This design comes from an exercise in tuning for small area, a short achievable clock period and few clock cycles per item on the open sky130 flow, not from production work. No run shown here included a check of the RTL's function; only the layout flow was run. No activity file was given, so power comes from the tool's default toggle rates.

==> design.v <==
package tx_zc_pkg;
    localparam int ZC_NZC_W_DEF = 12;
    localparam int ZC_OUT_W_DEF = 12;
    localparam int ZC_INV_W_DEF = 18;
    localparam int ZC_T_MULT = 24;
endpackage
module tx_zc_mul (
    input  logic        clk,
    input  logic        i_en,
    input  logic        i_ld,
    input  logic [16:0] i_th,
    input  logic [17:0] i_inv,
    output logic [11:0] o_y,
    output logic [16:0] o_p
);
    logic [18:0] thx;
    logic [8:0]  w_neg, w_one, w_two;
    logic [8:0]  neg, one, two;
    logic        r_dsgn;
    logic [18:0] pp0;
    logic [18:0] pp1;
    logic [18:0] pp2;
    logic [18:0] pp3;
    logic [18:0] pp4;
    logic [18:0] pp5;
    logic [18:0] pp6;
    logic [18:0] pp7;
    logic [18:0] pp8;
    logic [34:0] ra, rb;
    logic [34:0] r_a, r_b;
    logic        r_sgn;
    logic s1;
    logic c2;
    logic s3;
    logic c4;
    logic s5;
    logic c6;
    logic s7;
    logic c8;
    logic s9;
    logic c10;
    logic s11;
    logic c12;
    logic s13;
    logic c14;
    logic s15;
    logic c16;
    logic s17;
    logic c18;
    logic s19;
    logic c20;
    logic s21;
    logic c22;
    logic s23;
    logic c24;
    logic s25;
    logic c26;
    logic s27;
    logic c28;
    logic s29;
    logic c30;
    logic s31;
    logic c32;
    logic s33;
    logic c34;
    logic s35;
    logic c36;
    logic s37;
    logic c38;
    logic s39;
    logic c40;
    logic s41;
    logic c42;
    logic s43;
    logic c44;
    logic s45;
    logic c46;
    logic s47;
    logic c48;
    logic s49;
    logic c50;
    logic s51;
    logic c52;
    logic s53;
    logic c54;
    logic s55;
    logic c56;
    logic s57;
    logic c58;
    logic s59;
    logic c60;
    logic s61;
    logic c62;
    logic s63;
    logic c64;
    logic s65;
    logic c66;
    logic s67;
    logic c68;
    logic s69;
    logic c70;
    logic s71;
    logic c72;
    logic s73;
    logic c74;
    logic s75;
    logic c76;
    logic s77;
    logic c78;
    logic s79;
    logic c80;
    logic s81;
    logic c82;
    logic s83;
    logic c84;
    logic s85;
    logic c86;
    logic s87;
    logic c88;
    logic s89;
    logic c90;
    logic s91;
    logic c92;
    logic s93;
    logic c94;
    logic s95;
    logic c96;
    logic s97;
    logic c98;
    logic s99;
    logic c100;
    logic s101;
    logic c102;
    logic s103;
    logic c104;
    logic s105;
    logic c106;
    logic s107;
    logic c108;
    logic s109;
    logic c110;
    logic s111;
    logic c112;
    logic s113;
    logic c114;
    logic s115;
    logic c116;
    logic s117;
    logic c118;
    logic s119;
    logic c120;
    logic s121;
    logic c122;
    logic s123;
    logic c124;
    logic s125;
    logic c126;
    logic s127;
    logic c128;
    logic s129;
    logic c130;
    logic s131;
    logic c132;
    logic s133;
    logic c134;
    logic s135;
    logic c136;
    logic s137;
    logic c138;
    logic s139;
    logic c140;
    logic s141;
    logic c142;
    logic s143;
    logic c144;
    logic s145;
    logic c146;
    logic s147;
    logic c148;
    logic s149;
    logic c150;
    logic s151;
    logic c152;
    logic s153;
    logic c154;
    logic s155;
    logic c156;
    logic s157;
    logic c158;
    logic s159;
    logic c160;
    logic s161;
    logic c162;
    logic s163;
    logic c164;
    logic s165;
    logic c166;
    logic s167;
    logic c168;
    logic s169;
    logic c170;
    logic s171;
    logic c172;
    logic s173;
    logic c174;
    logic s175;
    logic c176;
    logic s177;
    logic c178;
    logic s179;
    logic c180;
    logic s181;
    logic c182;
    logic s183;
    logic c184;
    logic s185;
    logic c186;
    logic s187;
    logic c188;
    logic s189;
    logic c190;
    logic s191;
    logic c192;
    logic s193;
    logic c194;
    logic s195;
    logic c196;
    logic s197;
    logic c198;
    logic s199;
    logic c200;
    logic s201;
    logic c202;
    logic s203;
    logic c204;
    logic s205;
    logic c206;
    logic s207;
    logic c208;
    logic s209;
    logic c210;
    logic s211;
    logic c212;
    logic s213;
    logic c214;
    logic s215;
    logic c216;
    logic s217;
    logic c218;
    logic s219;
    logic c220;
    logic s221;
    logic c222;
    logic s223;
    logic c224;
    logic s225;
    logic c226;
    logic s227;
    logic c228;
    logic s229;
    logic c230;
    logic s231;
    logic c232;
    logic s233;
    logic c234;
    logic s235;
    logic c236;
    logic s237;
    logic c238;
    logic s239;
    logic c240;
    logic s241;
    logic c242;
    logic s243;
    logic c244;
    logic s245;
    logic c246;
    logic s247;
    logic c248;
    logic s249;
    logic c250;
    logic s251;
    logic c252;
    logic s253;
    logic c254;
    logic s255;
    logic c256;
    logic s257;
    logic c258;
    logic s259;
    logic c260;
    logic s261;
    logic c262;
    logic s263;
    logic c264;
    logic s265;
    logic c266;
    logic s267;
    logic c268;
    logic s269;
    logic c270;
    logic s271;
    logic c272;
    logic s273;
    logic c274;
    logic s275;
    logic c276;
    logic s277;
    logic c278;
    logic s279;
    logic c280;
    logic s281;
    logic c282;
    logic s283;
    logic c284;
    logic s285;
    logic c286;
    logic s287;
    logic c288;
    logic s289;
    logic c290;
    logic s291;
    logic c292;
    logic s293;
    logic c294;
    logic s295;
    logic c296;
    logic s297;
    logic c298;
    logic s299;
    logic c300;
    logic s301;
    logic c302;
    logic s303;
    logic c304;
    logic s305;
    logic c306;
    assign thx = {i_th[16], i_th, 1'b0};
    always_comb begin
        for (int i = 0; i < 9; i++) begin
            w_neg[i] = thx[2*i+2] & ~(thx[2*i+1] & thx[2*i]);
            w_one[i] = thx[2*i+1] ^ thx[2*i];
            w_two[i] = (thx[2*i+2] & ~thx[2*i+1] & ~thx[2*i]) | (~thx[2*i+2] & thx[2*i+1] & thx[2*i]);
        end
    end
    always_ff @(posedge clk) begin
        if (i_ld) begin
            neg    <= w_neg;
            one    <= w_one;
            two    <= w_two;
            r_dsgn <= i_th[16];
        end
    end
    assign pp0 = (({19{one[0]}} & {1'b0, i_inv}) | ({19{two[0]}} & {i_inv, 1'b0})) ^ {19{neg[0]}};
    assign pp1 = (({19{one[1]}} & {1'b0, i_inv}) | ({19{two[1]}} & {i_inv, 1'b0})) ^ {19{neg[1]}};
    assign pp2 = (({19{one[2]}} & {1'b0, i_inv}) | ({19{two[2]}} & {i_inv, 1'b0})) ^ {19{neg[2]}};
    assign pp3 = (({19{one[3]}} & {1'b0, i_inv}) | ({19{two[3]}} & {i_inv, 1'b0})) ^ {19{neg[3]}};
    assign pp4 = (({19{one[4]}} & {1'b0, i_inv}) | ({19{two[4]}} & {i_inv, 1'b0})) ^ {19{neg[4]}};
    assign pp5 = (({19{one[5]}} & {1'b0, i_inv}) | ({19{two[5]}} & {i_inv, 1'b0})) ^ {19{neg[5]}};
    assign pp6 = (({19{one[6]}} & {1'b0, i_inv}) | ({19{two[6]}} & {i_inv, 1'b0})) ^ {19{neg[6]}};
    assign pp7 = (({19{one[7]}} & {1'b0, i_inv}) | ({19{two[7]}} & {i_inv, 1'b0})) ^ {19{neg[7]}};
    assign pp8 = (({19{one[8]}} & {1'b0, i_inv}) | ({19{two[8]}} & {i_inv, 1'b0})) ^ {19{neg[8]}};
    assign s1 = pp0[16] ^ pp1[14];
    assign c2 = pp0[16] & pp1[14];
    assign s3 = pp0[17] ^ pp1[15];
    assign c4 = pp0[17] & pp1[15];
    assign s5 = pp0[18] ^ pp1[16];
    assign c6 = pp0[18] & pp1[16];
    assign s7 = pp1[17] ^ pp2[15];
    assign c8 = pp1[17] & pp2[15];
    assign s9 = pp1[18] ^ pp2[16];
    assign c10 = pp1[18] & pp2[16];
    assign s11 = ~neg[1] ^ pp2[17];
    assign c12 = ~neg[1] & pp2[17];
    assign s13 = pp0[10] ^ pp1[8];
    assign c14 = pp0[10] & pp1[8];
    assign s15 = pp0[11] ^ pp1[9];
    assign c16 = pp0[11] & pp1[9];
    assign s17 = pp0[12] ^ pp1[10] ^ pp2[8];
    assign c18 = (pp0[12] & pp1[10]) | (pp0[12] & pp2[8]) | (pp1[10] & pp2[8]);
    assign s19 = pp3[6] ^ pp4[4];
    assign c20 = pp3[6] & pp4[4];
    assign s21 = pp0[13] ^ pp1[11] ^ pp2[9];
    assign c22 = (pp0[13] & pp1[11]) | (pp0[13] & pp2[9]) | (pp1[11] & pp2[9]);
    assign s23 = pp3[7] ^ pp4[5];
    assign c24 = pp3[7] & pp4[5];
    assign s25 = pp0[14] ^ pp1[12] ^ pp2[10];
    assign c26 = (pp0[14] & pp1[12]) | (pp0[14] & pp2[10]) | (pp1[12] & pp2[10]);
    assign s27 = pp3[8] ^ pp4[6] ^ pp5[4];
    assign c28 = (pp3[8] & pp4[6]) | (pp3[8] & pp5[4]) | (pp4[6] & pp5[4]);
    assign s29 = pp6[2] ^ pp7[0];
    assign c30 = pp6[2] & pp7[0];
    assign s31 = pp0[15] ^ pp1[13] ^ pp2[11];
    assign c32 = (pp0[15] & pp1[13]) | (pp0[15] & pp2[11]) | (pp1[13] & pp2[11]);
    assign s33 = pp3[9] ^ pp4[7] ^ pp5[5];
    assign c34 = (pp3[9] & pp4[7]) | (pp3[9] & pp5[5]) | (pp4[7] & pp5[5]);
    assign s35 = pp6[3] ^ pp7[1];
    assign c36 = pp6[3] & pp7[1];
    assign s37 = pp2[12] ^ pp3[10] ^ pp4[8];
    assign c38 = (pp2[12] & pp3[10]) | (pp2[12] & pp4[8]) | (pp3[10] & pp4[8]);
    assign s39 = pp5[6] ^ pp6[4] ^ pp7[2];
    assign c40 = (pp5[6] & pp6[4]) | (pp5[6] & pp7[2]) | (pp6[4] & pp7[2]);
    assign s41 = pp8[0] ^ neg[8] ^ s1;
    assign c42 = (pp8[0] & neg[8]) | (pp8[0] & s1) | (neg[8] & s1);
    assign s43 = pp2[13] ^ pp3[11] ^ pp4[9];
    assign c44 = (pp2[13] & pp3[11]) | (pp2[13] & pp4[9]) | (pp3[11] & pp4[9]);
    assign s45 = pp5[7] ^ pp6[5] ^ pp7[3];
    assign c46 = (pp5[7] & pp6[5]) | (pp5[7] & pp7[3]) | (pp6[5] & pp7[3]);
    assign s47 = pp8[1] ^ s3 ^ c2;
    assign c48 = (pp8[1] & s3) | (pp8[1] & c2) | (s3 & c2);
    assign s49 = pp2[14] ^ pp3[12] ^ pp4[10];
    assign c50 = (pp2[14] & pp3[12]) | (pp2[14] & pp4[10]) | (pp3[12] & pp4[10]);
    assign s51 = pp5[8] ^ pp6[6] ^ pp7[4];
    assign c52 = (pp5[8] & pp6[6]) | (pp5[8] & pp7[4]) | (pp6[6] & pp7[4]);
    assign s53 = pp8[2] ^ s5 ^ c4;
    assign c54 = (pp8[2] & s5) | (pp8[2] & c4) | (s5 & c4);
    assign s55 = pp3[13] ^ pp4[11] ^ pp5[9];
    assign c56 = (pp3[13] & pp4[11]) | (pp3[13] & pp5[9]) | (pp4[11] & pp5[9]);
    assign s57 = pp6[7] ^ pp7[5] ^ pp8[3];
    assign c58 = (pp6[7] & pp7[5]) | (pp6[7] & pp8[3]) | (pp7[5] & pp8[3]);
    assign s59 = neg[0] ^ s7 ^ c6;
    assign c60 = (neg[0] & s7) | (neg[0] & c6) | (s7 & c6);
    assign s61 = pp3[14] ^ pp4[12] ^ pp5[10];
    assign c62 = (pp3[14] & pp4[12]) | (pp3[14] & pp5[10]) | (pp4[12] & pp5[10]);
    assign s63 = pp6[8] ^ pp7[6] ^ pp8[4];
    assign c64 = (pp6[8] & pp7[6]) | (pp6[8] & pp8[4]) | (pp7[6] & pp8[4]);
    assign s65 = neg[0] ^ s9 ^ c8;
    assign c66 = (neg[0] & s9) | (neg[0] & c8) | (s9 & c8);
    assign s67 = pp3[15] ^ pp4[13] ^ pp5[11];
    assign c68 = (pp3[15] & pp4[13]) | (pp3[15] & pp5[11]) | (pp4[13] & pp5[11]);
    assign s69 = pp6[9] ^ pp7[7] ^ pp8[5];
    assign c70 = (pp6[9] & pp7[7]) | (pp6[9] & pp8[5]) | (pp7[7] & pp8[5]);
    assign s71 = ~neg[0] ^ s11 ^ c10;
    assign c72 = (~neg[0] & s11) | (~neg[0] & c10) | (s11 & c10);
    assign s73 = pp2[18] ^ pp3[16] ^ pp4[14];
    assign c74 = (pp2[18] & pp3[16]) | (pp2[18] & pp4[14]) | (pp3[16] & pp4[14]);
    assign s75 = pp5[12] ^ pp6[10] ^ pp7[8];
    assign c76 = (pp5[12] & pp6[10]) | (pp5[12] & pp7[8]) | (pp6[10] & pp7[8]);
    assign s77 = ~(pp8[6] ^ c12);
    assign c78 = pp8[6] | c12;
    assign s79 = ~neg[2] ^ pp3[17] ^ pp4[15];
    assign c80 = (~neg[2] & pp3[17]) | (~neg[2] & pp4[15]) | (pp3[17] & pp4[15]);
    assign s81 = pp5[13] ^ pp6[11] ^ pp7[9];
    assign c82 = (pp5[13] & pp6[11]) | (pp5[13] & pp7[9]) | (pp6[11] & pp7[9]);
    assign s83 = pp3[18] ^ pp4[16] ^ pp5[14];
    assign c84 = (pp3[18] & pp4[16]) | (pp3[18] & pp5[14]) | (pp4[16] & pp5[14]);
    assign s85 = pp6[12] ^ pp7[10];
    assign c86 = pp6[12] & pp7[10];
    assign s87 = ~neg[3] ^ pp4[17] ^ pp5[15];
    assign c88 = (~neg[3] & pp4[17]) | (~neg[3] & pp5[15]) | (pp4[17] & pp5[15]);
    assign s89 = pp4[18] ^ pp5[16];
    assign c90 = pp4[18] & pp5[16];
    assign s91 = pp0[6] ^ pp1[4];
    assign c92 = pp0[6] & pp1[4];
    assign s93 = pp0[7] ^ pp1[5];
    assign c94 = pp0[7] & pp1[5];
    assign s95 = pp0[8] ^ pp1[6] ^ pp2[4];
    assign c96 = (pp0[8] & pp1[6]) | (pp0[8] & pp2[4]) | (pp1[6] & pp2[4]);
    assign s97 = pp3[2] ^ pp4[0];
    assign c98 = pp3[2] & pp4[0];
    assign s99 = pp0[9] ^ pp1[7] ^ pp2[5];
    assign c100 = (pp0[9] & pp1[7]) | (pp0[9] & pp2[5]) | (pp1[7] & pp2[5]);
    assign s101 = pp3[3] ^ pp4[1];
    assign c102 = pp3[3] & pp4[1];
    assign s103 = pp2[6] ^ pp3[4] ^ pp4[2];
    assign c104 = (pp2[6] & pp3[4]) | (pp2[6] & pp4[2]) | (pp3[4] & pp4[2]);
    assign s105 = pp5[0] ^ neg[5] ^ s13;
    assign c106 = (pp5[0] & neg[5]) | (pp5[0] & s13) | (neg[5] & s13);
    assign s107 = pp2[7] ^ pp3[5] ^ pp4[3];
    assign c108 = (pp2[7] & pp3[5]) | (pp2[7] & pp4[3]) | (pp3[5] & pp4[3]);
    assign s109 = pp5[1] ^ s15 ^ c14;
    assign c110 = (pp5[1] & s15) | (pp5[1] & c14) | (s15 & c14);
    assign s111 = pp5[2] ^ pp6[0] ^ neg[6];
    assign c112 = (pp5[2] & pp6[0]) | (pp5[2] & neg[6]) | (pp6[0] & neg[6]);
    assign s113 = s17 ^ s19 ^ c16;
    assign c114 = (s17 & s19) | (s17 & c16) | (s19 & c16);
    assign s115 = pp5[3] ^ pp6[1] ^ s21;
    assign c116 = (pp5[3] & pp6[1]) | (pp5[3] & s21) | (pp6[1] & s21);
    assign s117 = s23 ^ c18 ^ c20;
    assign c118 = (s23 & c18) | (s23 & c20) | (c18 & c20);
    assign s119 = neg[7] ^ s25 ^ s27;
    assign c120 = (neg[7] & s25) | (neg[7] & s27) | (s25 & s27);
    assign s121 = s29 ^ c22 ^ c24;
    assign c122 = (s29 & c22) | (s29 & c24) | (c22 & c24);
    assign s123 = s31 ^ s33 ^ s35;
    assign c124 = (s31 & s33) | (s31 & s35) | (s33 & s35);
    assign s125 = c26 ^ c28 ^ c30;
    assign c126 = (c26 & c28) | (c26 & c30) | (c28 & c30);
    assign s127 = s37 ^ s39 ^ s41;
    assign c128 = (s37 & s39) | (s37 & s41) | (s39 & s41);
    assign s129 = c32 ^ c34 ^ c36;
    assign c130 = (c32 & c34) | (c32 & c36) | (c34 & c36);
    assign s131 = s43 ^ s45 ^ s47;
    assign c132 = (s43 & s45) | (s43 & s47) | (s45 & s47);
    assign s133 = c38 ^ c40 ^ c42;
    assign c134 = (c38 & c40) | (c38 & c42) | (c40 & c42);
    assign s135 = s49 ^ s51 ^ s53;
    assign c136 = (s49 & s51) | (s49 & s53) | (s51 & s53);
    assign s137 = c44 ^ c46 ^ c48;
    assign c138 = (c44 & c46) | (c44 & c48) | (c46 & c48);
    assign s139 = s55 ^ s57 ^ s59;
    assign c140 = (s55 & s57) | (s55 & s59) | (s57 & s59);
    assign s141 = c50 ^ c52 ^ c54;
    assign c142 = (c50 & c52) | (c50 & c54) | (c52 & c54);
    assign s143 = s61 ^ s63 ^ s65;
    assign c144 = (s61 & s63) | (s61 & s65) | (s63 & s65);
    assign s145 = c56 ^ c58 ^ c60;
    assign c146 = (c56 & c58) | (c56 & c60) | (c58 & c60);
    assign s147 = s67 ^ s69 ^ s71;
    assign c148 = (s67 & s69) | (s67 & s71) | (s69 & s71);
    assign s149 = c62 ^ c64 ^ c66;
    assign c150 = (c62 & c64) | (c62 & c66) | (c64 & c66);
    assign s151 = s73 ^ s75 ^ s77;
    assign c152 = (s73 & s75) | (s73 & s77) | (s75 & s77);
    assign s153 = c68 ^ c70 ^ c72;
    assign c154 = (c68 & c70) | (c68 & c72) | (c70 & c72);
    assign s155 = pp8[7] ^ s79 ^ s81;
    assign c156 = (pp8[7] & s79) | (pp8[7] & s81) | (s79 & s81);
    assign s157 = c74 ^ c76 ^ c78;
    assign c158 = (c74 & c76) | (c74 & c78) | (c76 & c78);
    assign s159 = ~(pp8[8] ^ s83);
    assign c160 = pp8[8] | s83;
    assign s161 = s85 ^ c80 ^ c82;
    assign c162 = (s85 & c80) | (s85 & c82) | (c80 & c82);
    assign s163 = pp6[13] ^ pp7[11] ^ pp8[9];
    assign c164 = (pp6[13] & pp7[11]) | (pp6[13] & pp8[9]) | (pp7[11] & pp8[9]);
    assign s165 = s87 ^ c84 ^ c86;
    assign c166 = (s87 & c84) | (s87 & c86) | (c84 & c86);
    assign s167 = pp6[14] ^ pp7[12] ^ pp8[10];
    assign c168 = (pp6[14] & pp7[12]) | (pp6[14] & pp8[10]) | (pp7[12] & pp8[10]);
    assign s169 = ~(s89 ^ c88);
    assign c170 = s89 | c88;
    assign s171 = ~neg[4] ^ pp5[17] ^ pp6[15];
    assign c172 = (~neg[4] & pp5[17]) | (~neg[4] & pp6[15]) | (pp5[17] & pp6[15]);
    assign s173 = pp7[13] ^ pp8[11] ^ c90;
    assign c174 = (pp7[13] & pp8[11]) | (pp7[13] & c90) | (pp8[11] & c90);
    assign s175 = pp5[18] ^ pp6[16] ^ pp7[14];
    assign c176 = (pp5[18] & pp6[16]) | (pp5[18] & pp7[14]) | (pp6[16] & pp7[14]);
    assign s177 = ~pp8[12];
    assign c178 = pp8[12];
    assign s179 = ~neg[5] ^ pp6[17] ^ pp7[15];
    assign c180 = (~neg[5] & pp6[17]) | (~neg[5] & pp7[15]) | (pp6[17] & pp7[15]);
    assign s181 = pp6[18] ^ pp7[16];
    assign c182 = pp6[18] & pp7[16];
    assign s183 = pp0[4] ^ pp1[2];
    assign c184 = pp0[4] & pp1[2];
    assign s185 = pp0[5] ^ pp1[3] ^ pp2[1];
    assign c186 = (pp0[5] & pp1[3]) | (pp0[5] & pp2[1]) | (pp1[3] & pp2[1]);
    assign s187 = pp2[2] ^ pp3[0] ^ neg[3];
    assign c188 = (pp2[2] & pp3[0]) | (pp2[2] & neg[3]) | (pp3[0] & neg[3]);
    assign s189 = pp2[3] ^ pp3[1] ^ s93;
    assign c190 = (pp2[3] & pp3[1]) | (pp2[3] & s93) | (pp3[1] & s93);
    assign s191 = neg[4] ^ s95 ^ s97;
    assign c192 = (neg[4] & s95) | (neg[4] & s97) | (s95 & s97);
    assign s193 = s99 ^ s101 ^ c96;
    assign c194 = (s99 & s101) | (s99 & c96) | (s101 & c96);
    assign s195 = s103 ^ s105 ^ c100;
    assign c196 = (s103 & s105) | (s103 & c100) | (s105 & c100);
    assign s197 = s107 ^ s109 ^ c104;
    assign c198 = (s107 & s109) | (s107 & c104) | (s109 & c104);
    assign s199 = s111 ^ s113 ^ c108;
    assign c200 = (s111 & s113) | (s111 & c108) | (s113 & c108);
    assign s201 = s115 ^ s117 ^ c112;
    assign c202 = (s115 & s117) | (s115 & c112) | (s117 & c112);
    assign s203 = s119 ^ s121 ^ c116;
    assign c204 = (s119 & s121) | (s119 & c116) | (s121 & c116);
    assign s205 = s123 ^ s125 ^ c120;
    assign c206 = (s123 & s125) | (s123 & c120) | (s125 & c120);
    assign s207 = s127 ^ s129 ^ c124;
    assign c208 = (s127 & s129) | (s127 & c124) | (s129 & c124);
    assign s209 = s131 ^ s133 ^ c128;
    assign c210 = (s131 & s133) | (s131 & c128) | (s133 & c128);
    assign s211 = s135 ^ s137 ^ c132;
    assign c212 = (s135 & s137) | (s135 & c132) | (s137 & c132);
    assign s213 = s139 ^ s141 ^ c136;
    assign c214 = (s139 & s141) | (s139 & c136) | (s141 & c136);
    assign s215 = s143 ^ s145 ^ c140;
    assign c216 = (s143 & s145) | (s143 & c140) | (s145 & c140);
    assign s217 = s147 ^ s149 ^ c144;
    assign c218 = (s147 & s149) | (s147 & c144) | (s149 & c144);
    assign s219 = s151 ^ s153 ^ c148;
    assign c220 = (s151 & s153) | (s151 & c148) | (s153 & c148);
    assign s221 = s155 ^ s157 ^ c152;
    assign c222 = (s155 & s157) | (s155 & c152) | (s157 & c152);
    assign s223 = s159 ^ s161 ^ c156;
    assign c224 = (s159 & s161) | (s159 & c156) | (s161 & c156);
    assign s225 = s163 ^ s165 ^ c160;
    assign c226 = (s163 & s165) | (s163 & c160) | (s165 & c160);
    assign s227 = s167 ^ s169 ^ c164;
    assign c228 = (s167 & s169) | (s167 & c164) | (s169 & c164);
    assign s229 = s171 ^ s173 ^ c168;
    assign c230 = (s171 & s173) | (s171 & c168) | (s173 & c168);
    assign s231 = s175 ^ s177 ^ c172;
    assign c232 = (s175 & s177) | (s175 & c172) | (s177 & c172);
    assign s233 = pp8[13] ^ s179 ^ c176;
    assign c234 = (pp8[13] & s179) | (pp8[13] & c176) | (s179 & c176);
    assign s235 = ~(pp8[14] ^ s181);
    assign c236 = pp8[14] | s181;
    assign s237 = ~neg[6] ^ pp7[17] ^ pp8[15];
    assign c238 = (~neg[6] & pp7[17]) | (~neg[6] & pp8[15]) | (pp7[17] & pp8[15]);
    assign s239 = pp7[18] ^ pp8[16];
    assign c240 = pp7[18] & pp8[16];
    assign s241 = pp0[2] ^ pp1[0];
    assign c242 = pp0[2] & pp1[0];
    assign s243 = pp0[3] ^ pp1[1];
    assign c244 = pp0[3] & pp1[1];
    assign s245 = pp2[0] ^ neg[2] ^ s183;
    assign c246 = (pp2[0] & neg[2]) | (pp2[0] & s183) | (neg[2] & s183);
    assign s247 = ~(s185 ^ c184);
    assign c248 = s185 | c184;
    assign s249 = s91 ^ s187 ^ c186;
    assign c250 = (s91 & s187) | (s91 & c186) | (s187 & c186);
    assign s251 = c92 ^ s189 ^ c188;
    assign c252 = (c92 & s189) | (c92 & c188) | (s189 & c188);
    assign s253 = c94 ^ s191 ^ c190;
    assign c254 = (c94 & s191) | (c94 & c190) | (s191 & c190);
    assign s255 = c98 ^ s193 ^ c192;
    assign c256 = (c98 & s193) | (c98 & c192) | (s193 & c192);
    assign s257 = c102 ^ s195 ^ c194;
    assign c258 = (c102 & s195) | (c102 & c194) | (s195 & c194);
    assign s259 = c106 ^ s197 ^ c196;
    assign c260 = (c106 & s197) | (c106 & c196) | (s197 & c196);
    assign s261 = c110 ^ s199 ^ c198;
    assign c262 = (c110 & s199) | (c110 & c198) | (s199 & c198);
    assign s263 = c114 ^ s201 ^ c200;
    assign c264 = (c114 & s201) | (c114 & c200) | (s201 & c200);
    assign s265 = c118 ^ s203 ^ c202;
    assign c266 = (c118 & s203) | (c118 & c202) | (s203 & c202);
    assign s267 = c122 ^ s205 ^ c204;
    assign c268 = (c122 & s205) | (c122 & c204) | (s205 & c204);
    assign s269 = c126 ^ s207 ^ c206;
    assign c270 = (c126 & s207) | (c126 & c206) | (s207 & c206);
    assign s271 = c130 ^ s209 ^ c208;
    assign c272 = (c130 & s209) | (c130 & c208) | (s209 & c208);
    assign s273 = c134 ^ s211 ^ c210;
    assign c274 = (c134 & s211) | (c134 & c210) | (s211 & c210);
    assign s275 = c138 ^ s213 ^ c212;
    assign c276 = (c138 & s213) | (c138 & c212) | (s213 & c212);
    assign s277 = c142 ^ s215 ^ c214;
    assign c278 = (c142 & s215) | (c142 & c214) | (s215 & c214);
    assign s279 = c146 ^ s217 ^ c216;
    assign c280 = (c146 & s217) | (c146 & c216) | (s217 & c216);
    assign s281 = c150 ^ s219 ^ c218;
    assign c282 = (c150 & s219) | (c150 & c218) | (s219 & c218);
    assign s283 = c154 ^ s221 ^ c220;
    assign c284 = (c154 & s221) | (c154 & c220) | (s221 & c220);
    assign s285 = c158 ^ s223 ^ c222;
    assign c286 = (c158 & s223) | (c158 & c222) | (s223 & c222);
    assign s287 = c162 ^ s225 ^ c224;
    assign c288 = (c162 & s225) | (c162 & c224) | (s225 & c224);
    assign s289 = c166 ^ s227 ^ c226;
    assign c290 = (c166 & s227) | (c166 & c226) | (s227 & c226);
    assign s291 = c170 ^ s229 ^ c228;
    assign c292 = (c170 & s229) | (c170 & c228) | (s229 & c228);
    assign s293 = c174 ^ s231 ^ c230;
    assign c294 = (c174 & s231) | (c174 & c230) | (s231 & c230);
    assign s295 = c178 ^ s233 ^ c232;
    assign c296 = (c178 & s233) | (c178 & c232) | (s233 & c232);
    assign s297 = c180 ^ s235 ^ c234;
    assign c298 = (c180 & s235) | (c180 & c234) | (s235 & c234);
    assign s299 = c182 ^ s237 ^ c236;
    assign c300 = (c182 & s237) | (c182 & c236) | (s237 & c236);
    assign s301 = ~(s239 ^ c238);
    assign c302 = s239 | c238;
    assign s303 = ~neg[7] ^ pp8[17] ^ c240;
    assign c304 = (~neg[7] & pp8[17]) | (~neg[7] & c240) | (pp8[17] & c240);
    assign s305 = ~pp8[18];
    assign c306 = pp8[18];
    assign ra[0] = pp0[0];
    assign rb[0] = neg[0];
    assign ra[1] = pp0[1];
    assign rb[1] = 1'b0;
    assign ra[2] = neg[1];
    assign rb[2] = s241;
    assign ra[3] = s243;
    assign rb[3] = c242;
    assign ra[4] = s245;
    assign rb[4] = c244;
    assign ra[5] = s247;
    assign rb[5] = c246;
    assign ra[6] = s249;
    assign rb[6] = c248;
    assign ra[7] = s251;
    assign rb[7] = c250;
    assign ra[8] = s253;
    assign rb[8] = c252;
    assign ra[9] = s255;
    assign rb[9] = c254;
    assign ra[10] = s257;
    assign rb[10] = c256;
    assign ra[11] = s259;
    assign rb[11] = c258;
    assign ra[12] = s261;
    assign rb[12] = c260;
    assign ra[13] = s263;
    assign rb[13] = c262;
    assign ra[14] = s265;
    assign rb[14] = c264;
    assign ra[15] = s267;
    assign rb[15] = c266;
    assign ra[16] = s269;
    assign rb[16] = c268;
    assign ra[17] = s271;
    assign rb[17] = c270;
    assign ra[18] = s273;
    assign rb[18] = c272;
    assign ra[19] = s275;
    assign rb[19] = c274;
    assign ra[20] = s277;
    assign rb[20] = c276;
    assign ra[21] = s279;
    assign rb[21] = c278;
    assign ra[22] = s281;
    assign rb[22] = c280;
    assign ra[23] = s283;
    assign rb[23] = c282;
    assign ra[24] = s285;
    assign rb[24] = c284;
    assign ra[25] = s287;
    assign rb[25] = c286;
    assign ra[26] = s289;
    assign rb[26] = c288;
    assign ra[27] = s291;
    assign rb[27] = c290;
    assign ra[28] = s293;
    assign rb[28] = c292;
    assign ra[29] = s295;
    assign rb[29] = c294;
    assign ra[30] = s297;
    assign rb[30] = c296;
    assign ra[31] = s299;
    assign rb[31] = c298;
    assign ra[32] = s301;
    assign rb[32] = c300;
    assign ra[33] = s303;
    assign rb[33] = c302;
    assign ra[34] = s305;
    assign rb[34] = c304;
    always_ff @(posedge clk) begin
        if (i_en) begin
            r_a   <= ra[34:0];
            r_b   <= rb[34:0];
            r_sgn <= r_dsgn;
        end
    end
    logic [22:0] w_lo;
    assign w_lo = r_a[22:0] + r_b[22:0];
    assign o_p  = w_lo[22:6];
    logic [34:17] w_p, w_o, w_g;
    logic         w_z0, w_z1;
    assign w_p   = r_a[34:17] ^ r_b[34:17];
    assign w_o   = r_a[34:17] | r_b[34:17];
    assign w_g   = r_a[34:17] & r_b[34:17];
    assign w_z0  = !w_lo[17] && (w_o[33:17] == w_p[34:18]);
    assign w_z1  = w_lo[17] && (w_g[33:17] == ~w_p[34:18]);
    assign o_y   = (w_z0 || w_z1) ? w_lo[17:6] : (r_sgn ? 12'h800 : 12'h7ff);
endmodule
module tx_zc_phase_gen #(
    parameter int NZC_W  = tx_zc_pkg::ZC_NZC_W_DEF,
    parameter int OUT_W  = tx_zc_pkg::ZC_OUT_W_DEF,
    parameter int INV_W  = tx_zc_pkg::ZC_INV_W_DEF,
    parameter int PH_W   = NZC_W + 5
) (
    input  logic             sys_clk,
    input  logic             rst,
    input  logic             start,
    input  logic             abort,
    input  logic [NZC_W-1:0] zc_N_zc,
    input  logic [NZC_W-1:0] zc_len,
    input  logic [NZC_W-1:0] zc_start_index,
    input  logic [PH_W-1:0]  zc_Q,
    input  logic [PH_W-1:0]  zc_P,
    input  logic [INV_W-1:0] zc_inv_T,
    input  logic             theta_ready,
    output logic             theta_valid,
    output logic [OUT_W-1:0] theta_data,
    output logic             theta_last,
    output logic             busy,
    output logic             cfg_err
);
    logic        r_busy, r_cfg_err;
    logic        r_ph_q2;    
    logic        r_ph_e0;    
    logic        r_ph_run;   
    logic        r_ph_w1;    
    logic        r_ph_w2;    
    logic        r_s1_valid, r_s1_last, r_out_valid, r_out_last;
    logic [11:0] r_out_data;
    logic [11:0] r_nzc;          
    logic [13:0] r_t3;           
    logic [16:0] r_q;            
    logic [16:0] r_p;            
    logic [17:0] r_inv;          
    logic [11:0] r_rem;          
    logic [11:0] r_skip;         
    logic [11:0]        r_mc;    
    logic               r_wrap;  
    logic signed [16:0] r_th;    
    logic [16:0]        r_e;     
    logic [4:0]         r_z;     
    logic [4:0]         r_pm;    
    logic [13:0] w_3n_in;
    logic [14:0] w_qc_a, w_qc_b, w_qc_s, w_qc_c, w_qc_r;
    logic [14:0] w_pc_a, w_pc_b, w_pc_s, w_pc_c, w_pc_r;
    logic        w_cfg_ok, w_accept, w_adv, w_step, w_done, w_last_step;
    logic [16:0] w_t, w_half;
    logic [17:0] w_q2x;
    logic [16:0] w_q2;
    logic [18:0] w_tha, w_thb, w_tnx, w_hnx, w_ths, w_s1, w_c1, w_ths_m, w_s2, w_c2, w_thc;
    logic [16:0] w_th_nxt;
    logic        w_usep;
    logic [16:0] w_ea;
    logic [18:0] w_eq, w_tx, w_ed, w_s3, w_c3, w_edt;
    logic [16:0] w_e_nxt;
    logic [1:0]  w_p3;
    logic [4:0]  w_pm;
    logic [3:0]  w_zl_s;
    logic [4:0]  w_z_nxt, w_zth5;
    logic [16:0] w_zth;
    logic [17:0] w_mul_b;
    logic [11:0] w_sat;
    logic [16:0] w_prod;
    logic        w_th_ld;
    logic [16:0] w_th_d;
    assign w_3n_in  = 14'(zc_N_zc) + {1'b0, zc_N_zc, 1'b0};
    assign w_qc_a   = {3'b000, zc_N_zc};
    assign w_qc_b   = {2'b00, zc_N_zc, 1'b0};
    assign w_qc_s   = w_qc_a ^ w_qc_b ^ ~{1'b0, zc_Q[16:3]};
    assign w_qc_c   = {(w_qc_a[13:0] & w_qc_b[13:0]) | ((w_qc_a[13:0] | w_qc_b[13:0]) & ~zc_Q[16:3]), 1'b0};
    assign w_qc_r   = w_qc_s + w_qc_c;
    assign w_pc_a   = w_qc_a;
    assign w_pc_b   = w_qc_b;
    assign w_pc_s   = w_pc_a ^ w_pc_b ^ ~{1'b0, zc_P[16:3]};
    assign w_pc_c   = {(w_pc_a[13:0] & w_pc_b[13:0]) | ((w_pc_a[13:0] | w_pc_b[13:0]) & ~zc_P[16:3]), 1'b0};
    assign w_pc_r   = w_pc_s + w_pc_c;
    assign w_cfg_ok = (zc_N_zc[11:2] != '0 || zc_N_zc[1:0] == 2'd3) && (zc_len != '0) &&
                      (zc_start_index < zc_len) && !w_qc_r[14] && !w_pc_r[14];
    assign w_accept = !r_busy && start && w_cfg_ok;
    assign w_adv       = !(r_out_valid && !theta_ready);
    assign w_step      = w_adv && r_ph_run;
    assign w_last_step = (r_rem == 12'd1);
    assign w_done      = r_out_valid && r_out_last && theta_ready;
    assign w_t    = {r_t3, 3'b000};
    assign w_half = {1'b0, r_t3, 2'b00};
    assign w_q2x = {r_q, 1'b0} - {1'b0, w_t};
    assign w_q2  = w_q2x[17] ? {r_q[15:0], 1'b0} : w_q2x[16:0];
    assign w_tha  = {r_th[16], r_th[16], r_th};
    assign w_thb  = {2'b00, r_e};
    assign w_tnx  = ~{2'b00, w_t};
    assign w_hnx  = ~{2'b00, w_half};
    assign w_ths  = w_tha + w_thb;
    assign w_s1   = w_tha ^ w_thb ^ w_tnx;
    assign w_c1   = {(w_tha[17:0] & w_thb[17:0]) | (w_tha[17:0] & w_tnx[17:0]) | (w_thb[17:0] & w_tnx[17:0]), 1'b1};
    assign w_ths_m = w_s1 + w_c1;
    assign w_s2   = w_tha ^ w_thb ^ w_hnx;
    assign w_c2   = {(w_tha[17:0] & w_thb[17:0]) | (w_tha[17:0] & w_hnx[17:0]) | (w_thb[17:0] & w_hnx[17:0]), 1'b1};
    assign w_thc  = w_s2 + w_c2;
    assign w_th_nxt = w_thc[18] ? w_ths[16:0] : w_ths_m[16:0];
    assign w_usep = r_ph_e0 || r_wrap;
    assign w_ea   = w_usep ? r_p : r_e;
    assign w_eq   = ~{2'b00, r_q};
    assign w_tx   = {2'b00, w_t};
    assign w_ed   = {2'b00, w_ea} - {2'b00, r_q};
    assign w_s3   = {2'b00, w_ea} ^ w_eq ^ w_tx;
    assign w_c3   = {({1'b0, w_ea} & w_eq[17:0]) | ({1'b0, w_ea} & w_tx[17:0]) | (w_eq[17:0] & w_tx[17:0]), 1'b1};
    assign w_edt  = w_s3 + w_c3;
    assign w_e_nxt = w_ed[18] ? w_edt[16:0] : w_ed[16:0];
    function automatic logic [1:0] add3(input logic [1:0] a, input logic [1:0] b);
        case ({a, b})
            4'b0000: add3 = 2'd0;  4'b0001: add3 = 2'd1;  4'b0010: add3 = 2'd2;
            4'b0100: add3 = 2'd1;  4'b0101: add3 = 2'd2;  4'b0110: add3 = 2'd0;
            4'b1000: add3 = 2'd2;  4'b1001: add3 = 2'd0;  4'b1010: add3 = 2'd1;
            default: add3 = 2'd0;
        endcase
    endfunction
    function automatic logic [1:0] red3(input logic [1:0] g);
        red3 = {g[1] & ~g[0], g[0] & ~g[1]};
    endfunction
    always_comb begin
        logic [1:0] r0, r1, r2, r3, r4, r5, r6;
        r0 = red3(r_p[4:3]);   r1 = red3(r_p[6:5]);   r2 = red3(r_p[8:7]);
        r3 = red3(r_p[10:9]);  r4 = red3(r_p[12:11]); r5 = red3(r_p[14:13]);
        r6 = red3(r_p[16:15]);
        w_p3 = add3(add3(add3(r0, r1), add3(r2, r3)), add3(add3(r4, r5), r6));
    end
    assign w_pm = {w_p3, r_p[2:0]};
    assign w_zl_s  = {1'b0, r_z[2:0]} + {1'b0, r_pm[2:0]};
    assign w_z_nxt = {add3(add3(r_z[4:3], r_pm[4:3]), {1'b0, w_zl_s[3]}), w_zl_s[2:0]};
    assign w_zth5  = (r_z[4:3] == 2'd2) ? {2'b11, r_z[2:0]} :
                     (r_z[4:3] == 2'd1 && r_z[2]) ? {2'b10, r_z[2:0]} : {1'b0, r_z[3], r_z[2:0]};
    assign w_zth   = {{12{w_zth5[4]}}, w_zth5};
    always_comb begin
        w_th_ld = 1'b1;
        w_th_d  = w_th_nxt;
        if (r_ph_q2)                  w_th_d = '0;
        else if (w_step && r_wrap)    w_th_d = w_zth;
        else if (w_step)              w_th_d = w_th_nxt;
        else if (w_adv && r_ph_w2)    w_th_d = w_prod;
        else                          w_th_ld = 1'b0;
    end
    assign w_mul_b = r_ph_w1 ? {r_nzc, 6'b000000} : r_inv;
    tx_zc_mul u_mul (.clk(sys_clk), .i_en(w_adv), .i_ld(w_th_ld), .i_th(w_th_d), .i_inv(w_mul_b),
                     .o_y(w_sat), .o_p(w_prod));
    always_ff @(posedge sys_clk) begin
        if (rst || abort) begin
            r_busy      <= 1'b0;
            r_ph_q2     <= 1'b0;
            r_ph_e0     <= 1'b0;
            r_ph_run    <= 1'b0;
            r_ph_w1     <= 1'b0;
            r_ph_w2     <= 1'b0;
            r_s1_valid  <= 1'b0;
            r_s1_last   <= 1'b0;
            r_out_valid <= 1'b0;
            r_out_last  <= 1'b0;
            r_cfg_err   <= 1'b0;
        end else begin
            r_cfg_err <= !r_busy && start && !w_cfg_ok;
            if (!r_busy) begin
                r_busy  <= w_accept;
                r_ph_q2 <= w_accept;
            end else begin
                if (w_done) r_busy <= 1'b0;
                r_ph_q2 <= 1'b0;
                r_ph_e0 <= r_ph_q2;
                if (r_ph_e0) r_ph_run <= 1'b1;
                if (w_adv) begin
                    if (r_ph_run && (w_last_step || r_wrap)) r_ph_run <= 1'b0;
                    r_ph_w1 <= r_ph_run && !w_last_step && r_wrap;
                    r_ph_w2 <= r_ph_w1;
                    if (r_ph_w2) r_ph_run <= 1'b1;
                end
            end
            if (w_adv) begin
                r_s1_valid  <= w_step && (r_skip == '0);
                r_s1_last   <= w_last_step;
                r_out_valid <= r_s1_valid;
                r_out_last  <= r_s1_last;
            end
        end
    end
    always_ff @(posedge sys_clk) begin
        if (!r_busy) begin
            r_nzc  <= zc_N_zc;
            r_t3   <= w_3n_in;
            r_q    <= zc_Q;
            r_p    <= zc_P;
            r_inv  <= zc_inv_T;
            r_rem  <= zc_len;
            r_skip <= zc_start_index;
        end else begin
            if (r_ph_q2) r_q <= w_q2;
            if (w_step) begin
                r_rem <= r_rem - 12'd1;
                if (r_skip != '0) r_skip <= r_skip - 12'd1;
            end
        end
    end
    always_ff @(posedge sys_clk) begin
        if (w_th_ld) begin
            r_th <= w_th_d;
        end
        if (r_ph_q2) begin
            r_mc   <= r_nzc;
            r_wrap <= 1'b0;
            r_pm   <= w_pm;
            r_z    <= w_pm;
        end
        if (r_ph_e0) begin
            r_e <= w_e_nxt;
        end
        if (w_step) begin
            r_e <= w_e_nxt;
            if (r_wrap) begin
                r_z    <= w_z_nxt;
                r_mc   <= r_nzc;
                r_wrap <= 1'b0;
            end else begin
                r_mc   <= r_mc - 12'd1;
                r_wrap <= (r_mc == 12'd2);
            end
        end
        if (w_adv) begin
            r_out_data <= w_sat;
        end
    end
    assign theta_valid = r_out_valid;
    assign theta_data  = r_out_data;
    assign theta_last  = r_out_last;
    assign busy        = r_busy;
    assign cfg_err     = r_cfg_err;
endmodule
==> run.sh <==
#!/bin/bash
# synth_recipe.tcl (not shown) runs the flow's synth.tcl, then flattens the netlist and writes it again
# the make line also repeats each setting of config.mk as NAME=value (left out here)
make -C /OpenROAD-flow-scripts/flow DESIGN_CONFIG=/design/flow/config.mk WORK_HOME=/design/flow/orfs CLKGATE_MAP_FILE= SYNTH_SCRIPT=/design/flow/synth_recipe.tcl finish
==> config.mk <==
export PLATFORM = sky130hd
export DESIGN_NAME = tx_zc_phase_gen
export DESIGN_NICKNAME = tx_zc_phase_gen
export VERILOG_FILES = /design/flow/design.v
export SDC_FILE = /design/flow/constraint.sdc
export NUM_CORES = 4
export LEC_CHECK = 0
export CAP_MARGIN = 20
export CORE_MARGIN = 2
export CORE_UTILIZATION = 40
export SETUP_SLACK_MARGIN = 4.4
export SLEW_MARGIN = 20
==> constraint.sdc <==
create_clock -name core_clock -period 8.0 [get_ports {sys_clk}]
set_input_delay 1.6000 -clock core_clock [delete_from_list [all_inputs] [get_ports {sys_clk}]]
set_output_delay 1.6000 -clock core_clock [all_outputs]
set_load 0.01 [all_outputs]
==> flow_metrics.tcl, run 1 <==
set metrics [dict create \
    h_tree_level_count 2 \
    crit_chain "nor2_4 > buf_6 > mux2_4 > fa_1 > ha_4 > o21ai_2 > a21oi_2 > o41a_1 > nand4_1 > a31oi_4 > a21o_1 > a21o_1 > and4_1 > o41a_1 > xor2_1" \
    min_period_over_period_pct 51.5 \
    filler_cell_count 5615 \
    leakage_nw 14.6 \
    yosysWarningCount 2 \
    worst_reg_to_reg_path_cell_count 15 \
    cts.path.max_buffers 3 \
    hpwl_um 56000 \
    setup-tns-final_ps 0 \
    holdBufCountCts 0 \
    die_y_um 262 \
    finish.utilization_pct 52.2 \
    grt_pass1_vias 21746 \
    yosysUniqueCellTypes 88 \
    ant_nets 0 \
    hold_violations_final 0 \
    worst_hold_path_ep "r_s1_valid" \
    layout.cells.most_common "inv_1" \
    path_max_fanout 4 \
    final_cell_mix "inv_1 (335), edfxtp_1 (259), ha_1 (223), xnor2_1 (184), buf_4 (168)" \
    routed.top_layer "met4" \
    final_period_minus_worst_setup_slack_ps 4120 \
    clkTransAtPathRegs_ps 60 \
    die_x_um 262 \
    yosys_register_bits 275 \
    routed-wl-met3_um 5490 \
    cts_tree "built" \
    cts-buffers-inserted 35 \
    post-place-ws_ps 2630 \
    yosys_most_used_dff "edfxtp_1" \
    worst-setup-path-type "reg2reg" \
    r2r-start "r_wrap" \
    insertion_delay_ps 580 \
    routed-via-count 21107 \
    starting_density_pct 40.5 \
    nets 3484 \
    synth-edff-count 259 \
    full_die_area_um2 68800 \
    data_required_critical_path_ps 8300 \
    postLayoutSetupSlackWorst_ps 3880 \
    synth.cell_area_um2 26700 \
    share_of_the_yosys_chip_area_belonging_to_registers_pct 30.4 \
    routedLengthMet1_um 33400 \
    placeableCoreArea_um2 65900 \
    async_flop_share_pct 0 \
    hp-class "reg2reg" \
    worstSetupStartpointType "flop" \
    drive_above_1_share_pct 25.3 \
    synth_cells 2641 \
    worst-r2r-setup-slack_ps 3880 \
    tightestPinTransition_ps 1150 \
    drtIter0Drc 1409 \
    final_replace_weighted_congestion 0.915 \
    wirelength_um 80900 \
    report.power.total_mw 7.29 \
    worst_setup_end_kind "flop" \
    holdCritStartpoint "r_s1_valid" \
    grt_start_max_net_pins 64 \
    holdWs_ps 484 \
    hold-path-cell-count 2 \
    total_of_buffers_placed_on_input_and_output_ports 108 \
    grt_setup_unrepaired "yes" \
    cts_num_sinks 275 \
    post_syn_nets 3185 \
    row_count 94 \
    run_status "timing/DRC/antenna clean" \
    setup-violations-final 0 \
    firstDrtPassIters 5 \
    slowest_delay_ps 560 \
    detail_route.vias_per_cell 5.51 \
    clock_tree.root_cell "clkbuf_16" \
    crit_path_top_delay_cell "fa_1" \
    number_of_antenna_violations_at_the_first_check_in_global_routing 0 \
    design.portCount 109 \
    worst_slew_margin_rel_pct 22.0 \
    syn2layout_area_growth_pct 28.9 \
    power-per-cell-area_nw_per_um2 212 \
    worst_ep_arrival_time_ps 4420 \
    total_routing_resource_utilization_after_global_routing_pct 22.8 \
    cap_violations 0 \
    syn_area_per_cell_um2 10.1 \
    grt_pass1_wl_um 124000 \
    drc 0 \
    slew_viol_final 0 \
    regToRegEndpoint "r_e[16]" \
    max_clock_freq_ghz 0.243 \
    final_worst_clock_skew_ps 46.5 \
    ir_worst_vdd_uv 137 \
    antenna-diode-count 0 \
    wl_per_cell_um 21.1 \
    global_route.overflow_total 0 \
    met2_layer_wire_length_in_the_routed_design_um 38800 \
]
==> kinds of logic (layout without fill, tap and decap cells) <==
logic type               after synthesis  in the layout  synth area share, %
AO/OA/AOI/OAI                        525            528                 13.1
XOR/XNOR                             322            322                 10.6
adder cells (fa/ha/maj)              451            451                 26.6
buffers and inverters                497            811                 7.06
flip-flops                           275            275                 30.4
multiplexers                          86             93                 3.48
AND/OR/NAND/NOR                      485            486                 8.78
==> worst max path at each step <==
stage / end / slack, ps / from
2_1_floorplan: r_e[16] / 4060 / r_wrap
3_3_place_gp: u_mul.one[8] / 2750 / theta_ready
3_5_place_dp: u_mul.one[1] / 2630 / theta_ready
4_1_cts: r_e[16] / 3860 / r_wrap
5_1_grt: r_e[16] / 3760 / r_wrap
6_report: r_e[16] / 3880 / r_wrap
==> cells in the mapped netlist (23+ instances only) <==
master,number,share of area [%]
a21o_1,34,0.96
a21oi_1,124,2.3
a22oi_1,138,3.9
a31oi_1,23,0.54
buf_1,39,0.55
clkbuf_1,71,1.0
edfxtp_1,259,29
fa_1,192,14
ha_1,259,12
inv_1,376,5.3
mux2_2,36,1.5
mux2i_1,42,1.6
nand2_1,133,1.9
nand2b_1,23,0.54
nand3_1,33,0.62
nor2_1,141,2.0
nor3_1,31,0.58
o21ai_0,59,1.1
o21ai_1,25,0.47
xnor2_1,199,6.5
xor2_1,121,4.0
==> critical path, delay by kind of cell, from the launching register on <==
kind            cells  cell delay (ps)
compound gates      7             1340
fa+ha+maj           2              780
simple gates        3              670
flops               1              450
mux                 1              310
buf+inv             1              170
xor+xnor            1              140
==> per-stage QoR <==
stage / std cells / cell area [µm²]
6_report: 3830 / 34400
5_1_grt: 3830 / 34400
4_1_cts: 3752 / 32800
3_5_place_dp: 3513 / 28800
3_3_place_gp: 3513 / 28800
2_1_floorplan: 2641 / 27100
==> registers in the layout, indices dropped and copies added, names as in the netlist, 13 cells and up <==
name       cells
r_q           17
r_inv         18
r_e           17
r_th          16
u_mul.r_a     35
r_p           17
r_t3          13
u_mul.r_b     34
==> cell type report <==
type                       instances  area [µm²]  share of cell area, %
clock inverter                    24         240                  0.699
multi-input combinational       1880       18800                   54.8
inverter                         381        1460                   4.26
clock buffer                      39         891                   2.59
timing repair buffer             367        3760                   11.0
sequential                       275        8110                   23.6
tap                              864        1080                   3.14
==> report_power, final <==
| group | internal (mW) | total [mW] | switching (mW) |
|---|---|---|---|
| clock network | 0.911 | 1.59 | 0.677 |
| logic | 1.60 | 3.69 | 2.10 |
| registers | 1.86 | 2.01 | 0.151 |
| total | 4.37 | 7.29 | 2.92 |
==> timing repair <==
action | CTS | global route
buffers inserted | 163 | 78
pin swaps | 152 | 154
setup endpoints to repair | 168 | 104
gates resized for setup | 324 | 197
gates cloned | 13 | 0
==> metal layers <==
metal	vias to the layer above	global-route usage, %
met5	-	0
met4	0	8.92
met3	202	3.86
met2	802	38.2
met1	10404	29.4
li1	9699	-
==> run 2: changes to the inputs <==
--- a/design.v
+++ b/design.v
@@ -9,3 +9,2 @@
     input  logic        i_en,
-    input  logic        i_ld,
     input  logic [16:0] i_th,
@@ -346,3 +345,3 @@
     always_ff @(posedge clk) begin
-        if (i_ld) begin
+        if (i_en) begin
             neg    <= w_neg;
@@ -780,3 +779,3 @@
 );
-    logic        r_busy, r_cfg_err;
+    logic        r_busy, r_idle, r_cfg_err;
     logic        r_ph_q2;    
@@ -786,3 +785,4 @@
     logic        r_ph_w2;    
-    logic        r_s1_valid, r_s1_last, r_out_valid, r_out_last;
+    logic        r_ph_w3;    
+    logic        r_s1_valid, r_s1_last, r_s2_valid, r_s2_last, r_out_valid, r_out_last;
     logic [11:0] r_out_data;
@@ -797,2 +797,3 @@
     logic               r_wrap;  
+    logic               r_usep;  
     logic signed [16:0] r_th;    
@@ -810,3 +811,3 @@
     logic [16:0] w_th_nxt;
-    logic        w_usep;
+    logic        w_wrap_nxt, w_e0_nxt;
     logic [16:0] w_ea;
@@ -858,4 +859,3 @@
     assign w_th_nxt = w_thc[18] ? w_ths[16:0] : w_ths_m[16:0];
-    assign w_usep = r_ph_e0 || r_wrap;
-    assign w_ea   = w_usep ? r_p : r_e;
+    assign w_ea   = r_usep ? r_p : r_e;
     assign w_eq   = ~{2'b00, r_q};
@@ -897,8 +897,10 @@
         else if (w_step)              w_th_d = w_th_nxt;
-        else if (w_adv && r_ph_w2)    w_th_d = w_prod;
+        else if (w_adv && r_ph_w3)    w_th_d = w_prod;
         else                          w_th_ld = 1'b0;
     end
-    assign w_mul_b = r_ph_w1 ? {r_nzc, 6'b000000} : r_inv;
-    tx_zc_mul u_mul (.clk(sys_clk), .i_en(w_adv), .i_ld(w_th_ld), .i_th(w_th_d), .i_inv(w_mul_b),
+    assign w_mul_b = r_ph_w2 ? {r_nzc, 6'b000000} : r_inv;
+    tx_zc_mul u_mul (.clk(sys_clk), .i_en(w_adv), .i_th(r_th), .i_inv(w_mul_b),
                      .o_y(w_sat), .o_p(w_prod));
+    assign w_e0_nxt   = !rst && !abort && r_busy && r_ph_q2;
+    assign w_wrap_nxt = r_ph_q2 ? 1'b0 : (w_step ? (!r_wrap && r_mc == 12'd2) : r_wrap);
     always_ff @(posedge sys_clk) begin
@@ -906,2 +908,3 @@
             r_busy      <= 1'b0;
+            r_idle      <= 1'b1;
             r_ph_q2     <= 1'b0;
@@ -911,4 +914,7 @@
             r_ph_w2     <= 1'b0;
+            r_ph_w3     <= 1'b0;
             r_s1_valid  <= 1'b0;
             r_s1_last   <= 1'b0;
+            r_s2_valid  <= 1'b0;
+            r_s2_last   <= 1'b0;
             r_out_valid <= 1'b0;
@@ -920,5 +926,9 @@
                 r_busy  <= w_accept;
+                r_idle  <= !w_accept;
                 r_ph_q2 <= w_accept;
             end else begin
-                if (w_done) r_busy <= 1'b0;
+                if (w_done) begin
+                    r_busy <= 1'b0;
+                    r_idle <= 1'b1;
+                end
                 r_ph_q2 <= 1'b0;
@@ -930,3 +940,4 @@
                     r_ph_w2 <= r_ph_w1;
-                    if (r_ph_w2) r_ph_run <= 1'b1;
+                    r_ph_w3 <= r_ph_w2;
+                    if (r_ph_w3) r_ph_run <= 1'b1;
                 end
@@ -936,4 +947,6 @@
                 r_s1_last   <= w_last_step;
-                r_out_valid <= r_s1_valid;
-                r_out_last  <= r_s1_last;
+                r_s2_valid  <= r_s1_valid;
+                r_s2_last   <= r_s1_last;
+                r_out_valid <= r_s2_valid;
+                r_out_last  <= r_s2_last;
             end
@@ -942,3 +955,3 @@
     always_ff @(posedge sys_clk) begin
-        if (!r_busy) begin
+        if (r_idle) begin
             r_nzc  <= zc_N_zc;
@@ -962,5 +975,6 @@
         end
+        r_wrap <= w_wrap_nxt;
+        r_usep <= w_e0_nxt || w_wrap_nxt;
         if (r_ph_q2) begin
             r_mc   <= r_nzc;
-            r_wrap <= 1'b0;
             r_pm   <= w_pm;
@@ -976,6 +990,4 @@
                 r_mc   <= r_nzc;
-                r_wrap <= 1'b0;
             end else begin
                 r_mc   <= r_mc - 12'd1;
-                r_wrap <= (r_mc == 12'd2);
             end
--- a/config.mk
+++ b/config.mk
@@ -10,3 +10,3 @@
 export CORE_UTILIZATION = 40
-export SETUP_SLACK_MARGIN = 4.4
+export SETUP_SLACK_MARGIN = 4.0
 export SLEW_MARGIN = 20
==> run 2 against run 1 <==
Compared with the run above: still clean; critical path depth down 6; synthesized cell count up 2.1%; cell count down 3.4%; non-clock buffer count down 187; worst setup slack better by 94 ps; synthesized area up 0.72%; count of clock-buffer cells in the layout up 4; worst hold slack worse by 58 ps; critical endpoint is now u_mul.r_a[17]; largest cell class unchanged; largest power group unchanged.
==> flow_metrics.tcl, run 2 <==
set metrics [dict create \
    registers.top_by_ff_count "u_mul.r_a" \
    die_x_um 263 \
    synth_fa_ha_area_share_pct 26.4 \
    worst_setup_end_kind "flop" \
    global_route.overflow_total 0 \
    cap_violations 0 \
    post_syn_nets 3241 \
    synth_top_area_share_pct 29.2 \
    setup-violations-final 0 \
    synth_area_leaders "edfxtp_1 (29%), fa_1 (14%), ha_1 (12%), xnor2_1 (7.3%), inv_1 (5.8%)" \
    h_tree_level_count 2 \
    worst_ep_arrival_time_ps 4320 \
    design.portCount 109 \
    slowest_delay_ps 910 \
    yosys-top-cells-count "inv_1 (418), edfxtp_1 (261), ha_1 (259), xnor2_1 (224), fa_1 (192)" \
    final_cell_mix "inv_1 (418), edfxtp_1 (261), ha_1 (259), xnor2_1 (224), fa_1 (190)" \
    wirelength_um 72100 \
    hold_violations_final 0 \
    tightestPinTransition_ps 1020 \
    synth-compound-area-share_pct 13.4 \
    yosys_most_used_dff "edfxtp_1" \
    min_period_over_period_pct 50.4 \
    hp-class "reg2reg" \
    worst_slew_margin_rel_pct 32.1 \
    ir_worst_vdd_uv 135 \
    post_synth_and_or_nand_nor_area_fraction_pct 8.79 \
    syn2layout_area_growth_pct 14.6 \
    cts-buffers-inserted 36 \
    clock_tree.root_cell "clkbuf_16" \
    power-per-cell-area_nw_per_um2 200 \
    setup-tns-final_ps 0 \
    crit_chain "a22oi_1 > xnor2_1 > ha_1 > inv_1 > fa_1 > fa_2 > fa_1 > inv_1 > fa_1" \
    total_of_buffers_placed_on_input_and_output_ports 108 \
    nets 3344 \
    clkTransAtPathRegs_ps 60 \
    placeableCoreArea_um2 66800 \
    number_of_antenna_violations_at_the_first_check_in_global_routing 1 \
    final_worst_clock_skew_ps 25.8 \
    starting_density_pct 40.2 \
    final_period_minus_worst_setup_slack_ps 4030 \
    synth.largest_area_cell "edfxtp_1" \
    row_count 95 \
    holdBufCountCts 0 \
    grt_setup_unrepaired "yes" \
    synth.cell_area_um2 26900 \
    ant_nets 0 \
    async_flop_share_pct 0 \
    insertion_delay_ps 570 \
    yosys_register_bits 283 \
    max_clock_freq_ghz 0.248 \
    synth_cells 2697 \
    yosysWarningCount 2 \
    grt_start_max_net_pins 78 \
    grt_pass1_wl_um 113000 \
    largest_reg_flops 35 \
    yosys.cell_count.top_type "inv_1" \
    layout.cells.most_common "inv_1" \
    cp_num_buf_inv 2 \
    reg_top3 "u_mul.r_a: 35 flops, u_mul.r_b: 34 flops, r_inv: 18 flops" \
    drive_above_1_share_pct 7.67 \
    synthMuxAreaShare_pct 2.32 \
    final_replace_weighted_congestion 0.877 \
    share_of_the_yosys_chip_area_belonging_to_registers_pct 30.8 \
    filler_cell_count 6227 \
    cts.path.max_buffers 3 \
    critical_path.top_delay_family "adder cells" \
    crit_path_top_delay_cell "edfxtp_1" \
    wl_per_cell_um 19.5 \
    synthXorXnorAreaFrac_pct 10.8 \
    cts_tree "built" \
    full_die_area_um2 69200 \
    worst-setup-path-type "reg2reg" \
    total_routing_resource_utilization_after_global_routing_pct 20.6 \
    antenna-diode-count 0 \
    synth_top_family_by_area "adder cells" \
    die_y_um 263 \
    path_max_fanout 18 \
    grt_pass1_vias 21089 \
    yosysUniqueCellTypes 79 \
    slew_viol_final 0 \
    data_required_critical_path_ps 8290 \
    detail_route.vias_per_cell 5.37 \
    worstSetupStartpointType "flop" \
    run_status "timing/DRC/antenna clean" \
    leakage_nw 13.4 \
    cts_num_sinks 283 \
    syn_area_per_cell_um2 9.96 \
    firstDrtPassIters 7 \
    routed-via-count 19882 \
    timing.critical_path.mode_cell "fa_1" \
    synth-edff-count 261 \
    hpwl_um 54900 \
    drc 0 \
    drtIter0Drc 1494 \
    report.power.total_mw 6.16 \
]
## run 2: cell types whose count changed in the layout (fill, tap and decap cells not counted), moves of 26 or more
cell | previous run | this run
a22oi_2 | 74 | 14
buf_6 | 47 | 4
o21a_1 | 12 | 38
buf_12 | 37 | 8
xnor2_1 | 184 | 224
nand2_1 | 125 | 181
inv_2 | 39 | 2
buf_4 | 168 | 58
o21ai_1 | 25 | 57
ha_1 | 223 | 259
inv_1 | 335 | 418
fa_1 | 159 | 190
a22oi_1 | 64 | 124
fa_2 | 33 | 2
## run 2: layer usage
| metal | GRT usage (%) | share of wire, % |
|---|---|---|
| met5 | 0 | 0 |
| met4 | 7.66 | 3.1 |
| met3 | 3.14 | 5.5 |
| met2 | 37.0 | 50 |
| met1 | 24.9 | 41 |
## run 2: kinds of logic (layout without fill, tap and decap cells)
family                   after synthesis  after routing
buffers and inverters                539            668
flip-flops                           283            283
AO/OA/AOI/OAI                        535            535
adder cells (fa/ha/maj)              451            451
XOR/XNOR                             328            328
multiplexers                          59             61
AND/OR/NAND/NOR                      502            502
## run 2: worst paths after layout
check,startpoint,end,slack [ps],depth (start not counted)
worst max-delay path,u_mul.two[0],u_mul.r_a[17],3970,9
worst min-delay path,u_mul.r_dsgn,u_mul.r_sgn,430,0
worst max register to register,u_mul.two[0],u_mul.r_a[17],3970,9
worst min register to register,u_mul.r_dsgn,u_mul.r_sgn,430,0
## run 2: stage by stage
| stage | std cells | hold WS, ps | cell area [µm²] | utilization, % | worst slack [ps] |
|---|---|---|---|---|---|
| CTS | 3661 | 428 | 30200 | 45.3 | 3960 |
| global route | 3701 | 437 | 30800 | 46.1 | 3900 |
| finish | 3701 | 426 | 30800 | 46.1 | 3970 |
| floorplan | 2697 | 400 | 26900 | - | 4000 |
| global placement | 3584 | 404 | 28800 | 43.1 | 3150 |
| detailed placement | 3584 | 410 | 28800 | 43.1 | 3100 |
## run 2: timing repair
action                                  4_1_cts  5_1_grt
hold endpoints to repair                      0        0
endpoints found under the setup margin       65       70
buffers inserted                             10       38
pin swaps                                     0       22
cloned                                        1        2
gates resized for setup                      29       54
## run 2: layout make-up
cell class	instances	area (µm²)	area share [%]
Clock buffer	43	968	3.15
Sequential cell	283	8290	26.9
Timing Repair Buffer	180	1750	5.70
Inverter	422	1590	5.15
Tap cell	873	1090	3.55
Clock inverter	23	279	0.906
Multi-Input combinational cell	1877	16800	54.6
## run 2: power by group
part / switching (mW) / internal (mW)
Sequential: 0.135 / 1.84
Clock: 0.672 / 1.06
Combinational: 1.39 / 1.06
Total: 2.20 / 3.97
==> run 3: changes to the inputs <==
--- a/config.mk
+++ b/config.mk
@@ -10,3 +10,3 @@
 export CORE_UTILIZATION = 40
-export SETUP_SLACK_MARGIN = 4.0
+export SETUP_SLACK_MARGIN = 4.3
 export SLEW_MARGIN = 20
==> run 3 against run 2 <==
Compared with the run above: die area is the same; worst setup slack better by 150 ps; non-clock buffer count rose by 106; maximum frequency increased by 3.9%; routed wire length up 7.5%; combinational power rose by 8.6%; sequential share of layout area down 1.5 points; critical path depth up 3; sequential power about the same; global-route usage rose by 1.2 points; highest routed layer unchanged; cell count increased by 3.0%; count of clock-buffer cells in the layout up 4.
==> flow_metrics.tcl, run 3 <==
set metrics [dict create \
    run_status "timing/DRC/antenna clean" \
    area_of_all_sequential_standard_cells_um2 8290 \
    yosys_most_used_dff "edfxtp_1" \
    drc 0 \
    die_y_um 263 \
    tightestPinTransition_ps 1020 \
    h_tree_level_count 2 \
    yosysUniqueCellTypes 79 \
    nets 3455 \
    crit_chain "buf_8 > buf_4 > mux2_4 > a22oi_2 > xor2_1 > fa_1 > inv_1 > fa_1 > inv_1 > fa_1 > inv_1 > fa_2" \
    full_die_area_um2 69200 \
    wl_per_cell_um 20.3 \
    post_syn_nets 3241 \
    yosys_register_bits 283 \
    worst_slew_margin_rel_pct 32.1 \
    r2r-start "r_ph_w2" \
    timing.critical_path.to "u_mul.r_a[13]" \
    reg_top3 "u_mul.r_a: 35 flops, u_mul.r_b: 34 flops, r_inv: 18 flops" \
    filler_cell_count 6048 \
    share_of_the_yosys_chip_area_belonging_to_registers_pct 30.8 \
    data_required_critical_path_ps 8300 \
    ir_worst_vdd_uv 172 \
    synth_top_area_share_pct 29.2 \
    layout.cells.most_common "inv_1" \
    cts_num_sinks 283 \
    placeableCoreArea_um2 66800 \
    worst_ep_arrival_time_ps 4180 \
    intPower_mw 4.08 \
    clkTransAtPathRegs_ps 60 \
    global_route.overflow_total 0 \
    final_period_minus_worst_setup_slack_ps 3880 \
    path_max_fanout 5 \
    design.portCount 109 \
    syn_area_per_cell_um2 9.96 \
    crit_path_top_delay_cell "fa_1" \
    wirelength_um 77500 \
    synth_cells 2697 \
    switchingPower_mw 2.31 \
    hpwl_um 54700 \
    worst-setup-path-type "reg2reg" \
    insertion_delay_ps 580 \
    async_flop_share_pct 0 \
    finish.utilization_pct 48.8 \
    sw_ratio_pct 36.2 \
    cts_tree "built" \
    registers.top_by_ff_count "u_mul.r_a" \
    total_of_buffers_placed_on_input_and_output_ports 108 \
    firstDrtPassIters 5 \
    power-per-cell-area_nw_per_um2 196 \
    synth.cell_area_um2 26900 \
    synth_area_leaders "edfxtp_1 (29%), fa_1 (14%), ha_1 (12%), xnor2_1 (7.3%), inv_1 (5.8%)" \
    grt_pass1_vias 21430 \
    regToRegEndpoint "u_mul.r_a[13]" \
    grt_pass1_wl_um 119000 \
    final_cell_mix "inv_1 (390), edfxtp_1 (261), ha_1 (248), xnor2_1 (215), nand2_1 (181)" \
    detail_route.vias_per_cell 5.45 \
    row_count 95 \
    slew_viol_final 0 \
    slowest_delay_ps 590 \
    hp-class "reg2reg" \
    syn2layout_area_growth_pct 21.4 \
    drive_above_1_share_pct 16.0 \
    setup-tns-final_ps 0 \
    synth.largest_area_cell "edfxtp_1" \
    grt_setup_unrepaired "yes" \
    sequential_fraction_of_design_power_pct 30.9 \
    max_clock_freq_ghz 0.258 \
    drtIter0Drc 1729 \
    min_period_over_period_pct 48.5 \
    clock_power_share_pct 27.5 \
    place.detailed.instances 3583 \
]
## run 3: critical path, delay by kind of cell, from the launching register on
family,cells,cell delay (ps)
adders and majority gates,4,2080
buffers and inverters,5,470
DFF,1,380
muxes,1,350
AOI/OAI and AO/OA,1,200
xor gates and xnor gates,1,110
## run 3: logic make-up after synthesis
family | synth area share (%)
adders and majority gates | 26.4
xor gates and xnor gates | 10.8
AOI/OAI and AO/OA | 13.4
and+or+nand+nor | 8.79
DFF | 30.8
muxes | 2.32
buffers and inverters | 7.57
## run 3: worst min-delay path by stage
stage                            start           to  slack [ps]  cells after the start
after floorplan           u_mul.r_dsgn  u_mul.r_sgn         400                      0
after global routing      u_mul.r_dsgn  u_mul.r_sgn         420                      0
final                     u_mul.r_dsgn  u_mul.r_sgn         420                      0
after CTS                 u_mul.r_dsgn  u_mul.r_sgn         420                      0
after global placement    u_mul.r_dsgn  u_mul.r_sgn         400                      0
after detailed placement  u_mul.r_dsgn  u_mul.r_sgn         410                      0
## run 3: final cells by class
type	instances	area share, %
Sequential cell	283	25.4
Tap cell	873	3.35
Inverter	422	4.88
Multi-Input combinational cell	1880	53.8
Timing Repair Buffer	286	8.65
Clock buffer	47	3.08
Clock inverter	20	0.787
Antenna cell	1	0.00767
## run 3: metrics by stage
stage | cell area, µm² | hold slack, ps | power [mW] | setup slack [ps]
2_1_floorplan | 27000 | 400 | 3.64 | 4150
3_3_place_gp | 28800 | 403 | 4.29 | 3150
3_5_place_dp | 28800 | 408 | 4.35 | 3110
4_1_cts | 31600 | 421 | 6.28 | 4120
5_1_grt | 32600 | 419 | 6.77 | 4010
6_report | 32600 | 417 | 6.39 | 4120
## run 3: power groups by stage
stage / sequential, mW / combinational (mW) / clock [mW]
5_1_grt: 2.00 / 2.93 / 1.84
3_3_place_gp: 2.01 / 2.28 / 0
2_1_floorplan: 1.95 / 1.69 / 0
6_report: 1.98 / 2.66 / 1.76
4_1_cts: 1.98 / 2.51 / 1.79
3_5_place_dp: 2.01 / 2.34 / 0
## run 3: metal layers
metal | share of wire (%) | wire length [µm] | vias to the layer above | global-route usage [%]
met5 | 0 | 0 | - | 0
met4 | 4.6 | 3560 | 0 | 9.28
met3 | 5.7 | 4410 | 214 | 3.28
met2 | 49 | 38200 | 717 | 38.5
met1 | 40 | 31300 | 10248 | 26.5
li1 | - | - | 9607 | -
## run 3: repair_timing
item                       4_1_cts  5_1_grt
pin swaps                       69       88
setup buffers                  105       44
setup endpoints to repair      111      105
cloned                           6        6
hold buffers                     0        0
gates resized for setup        150      150
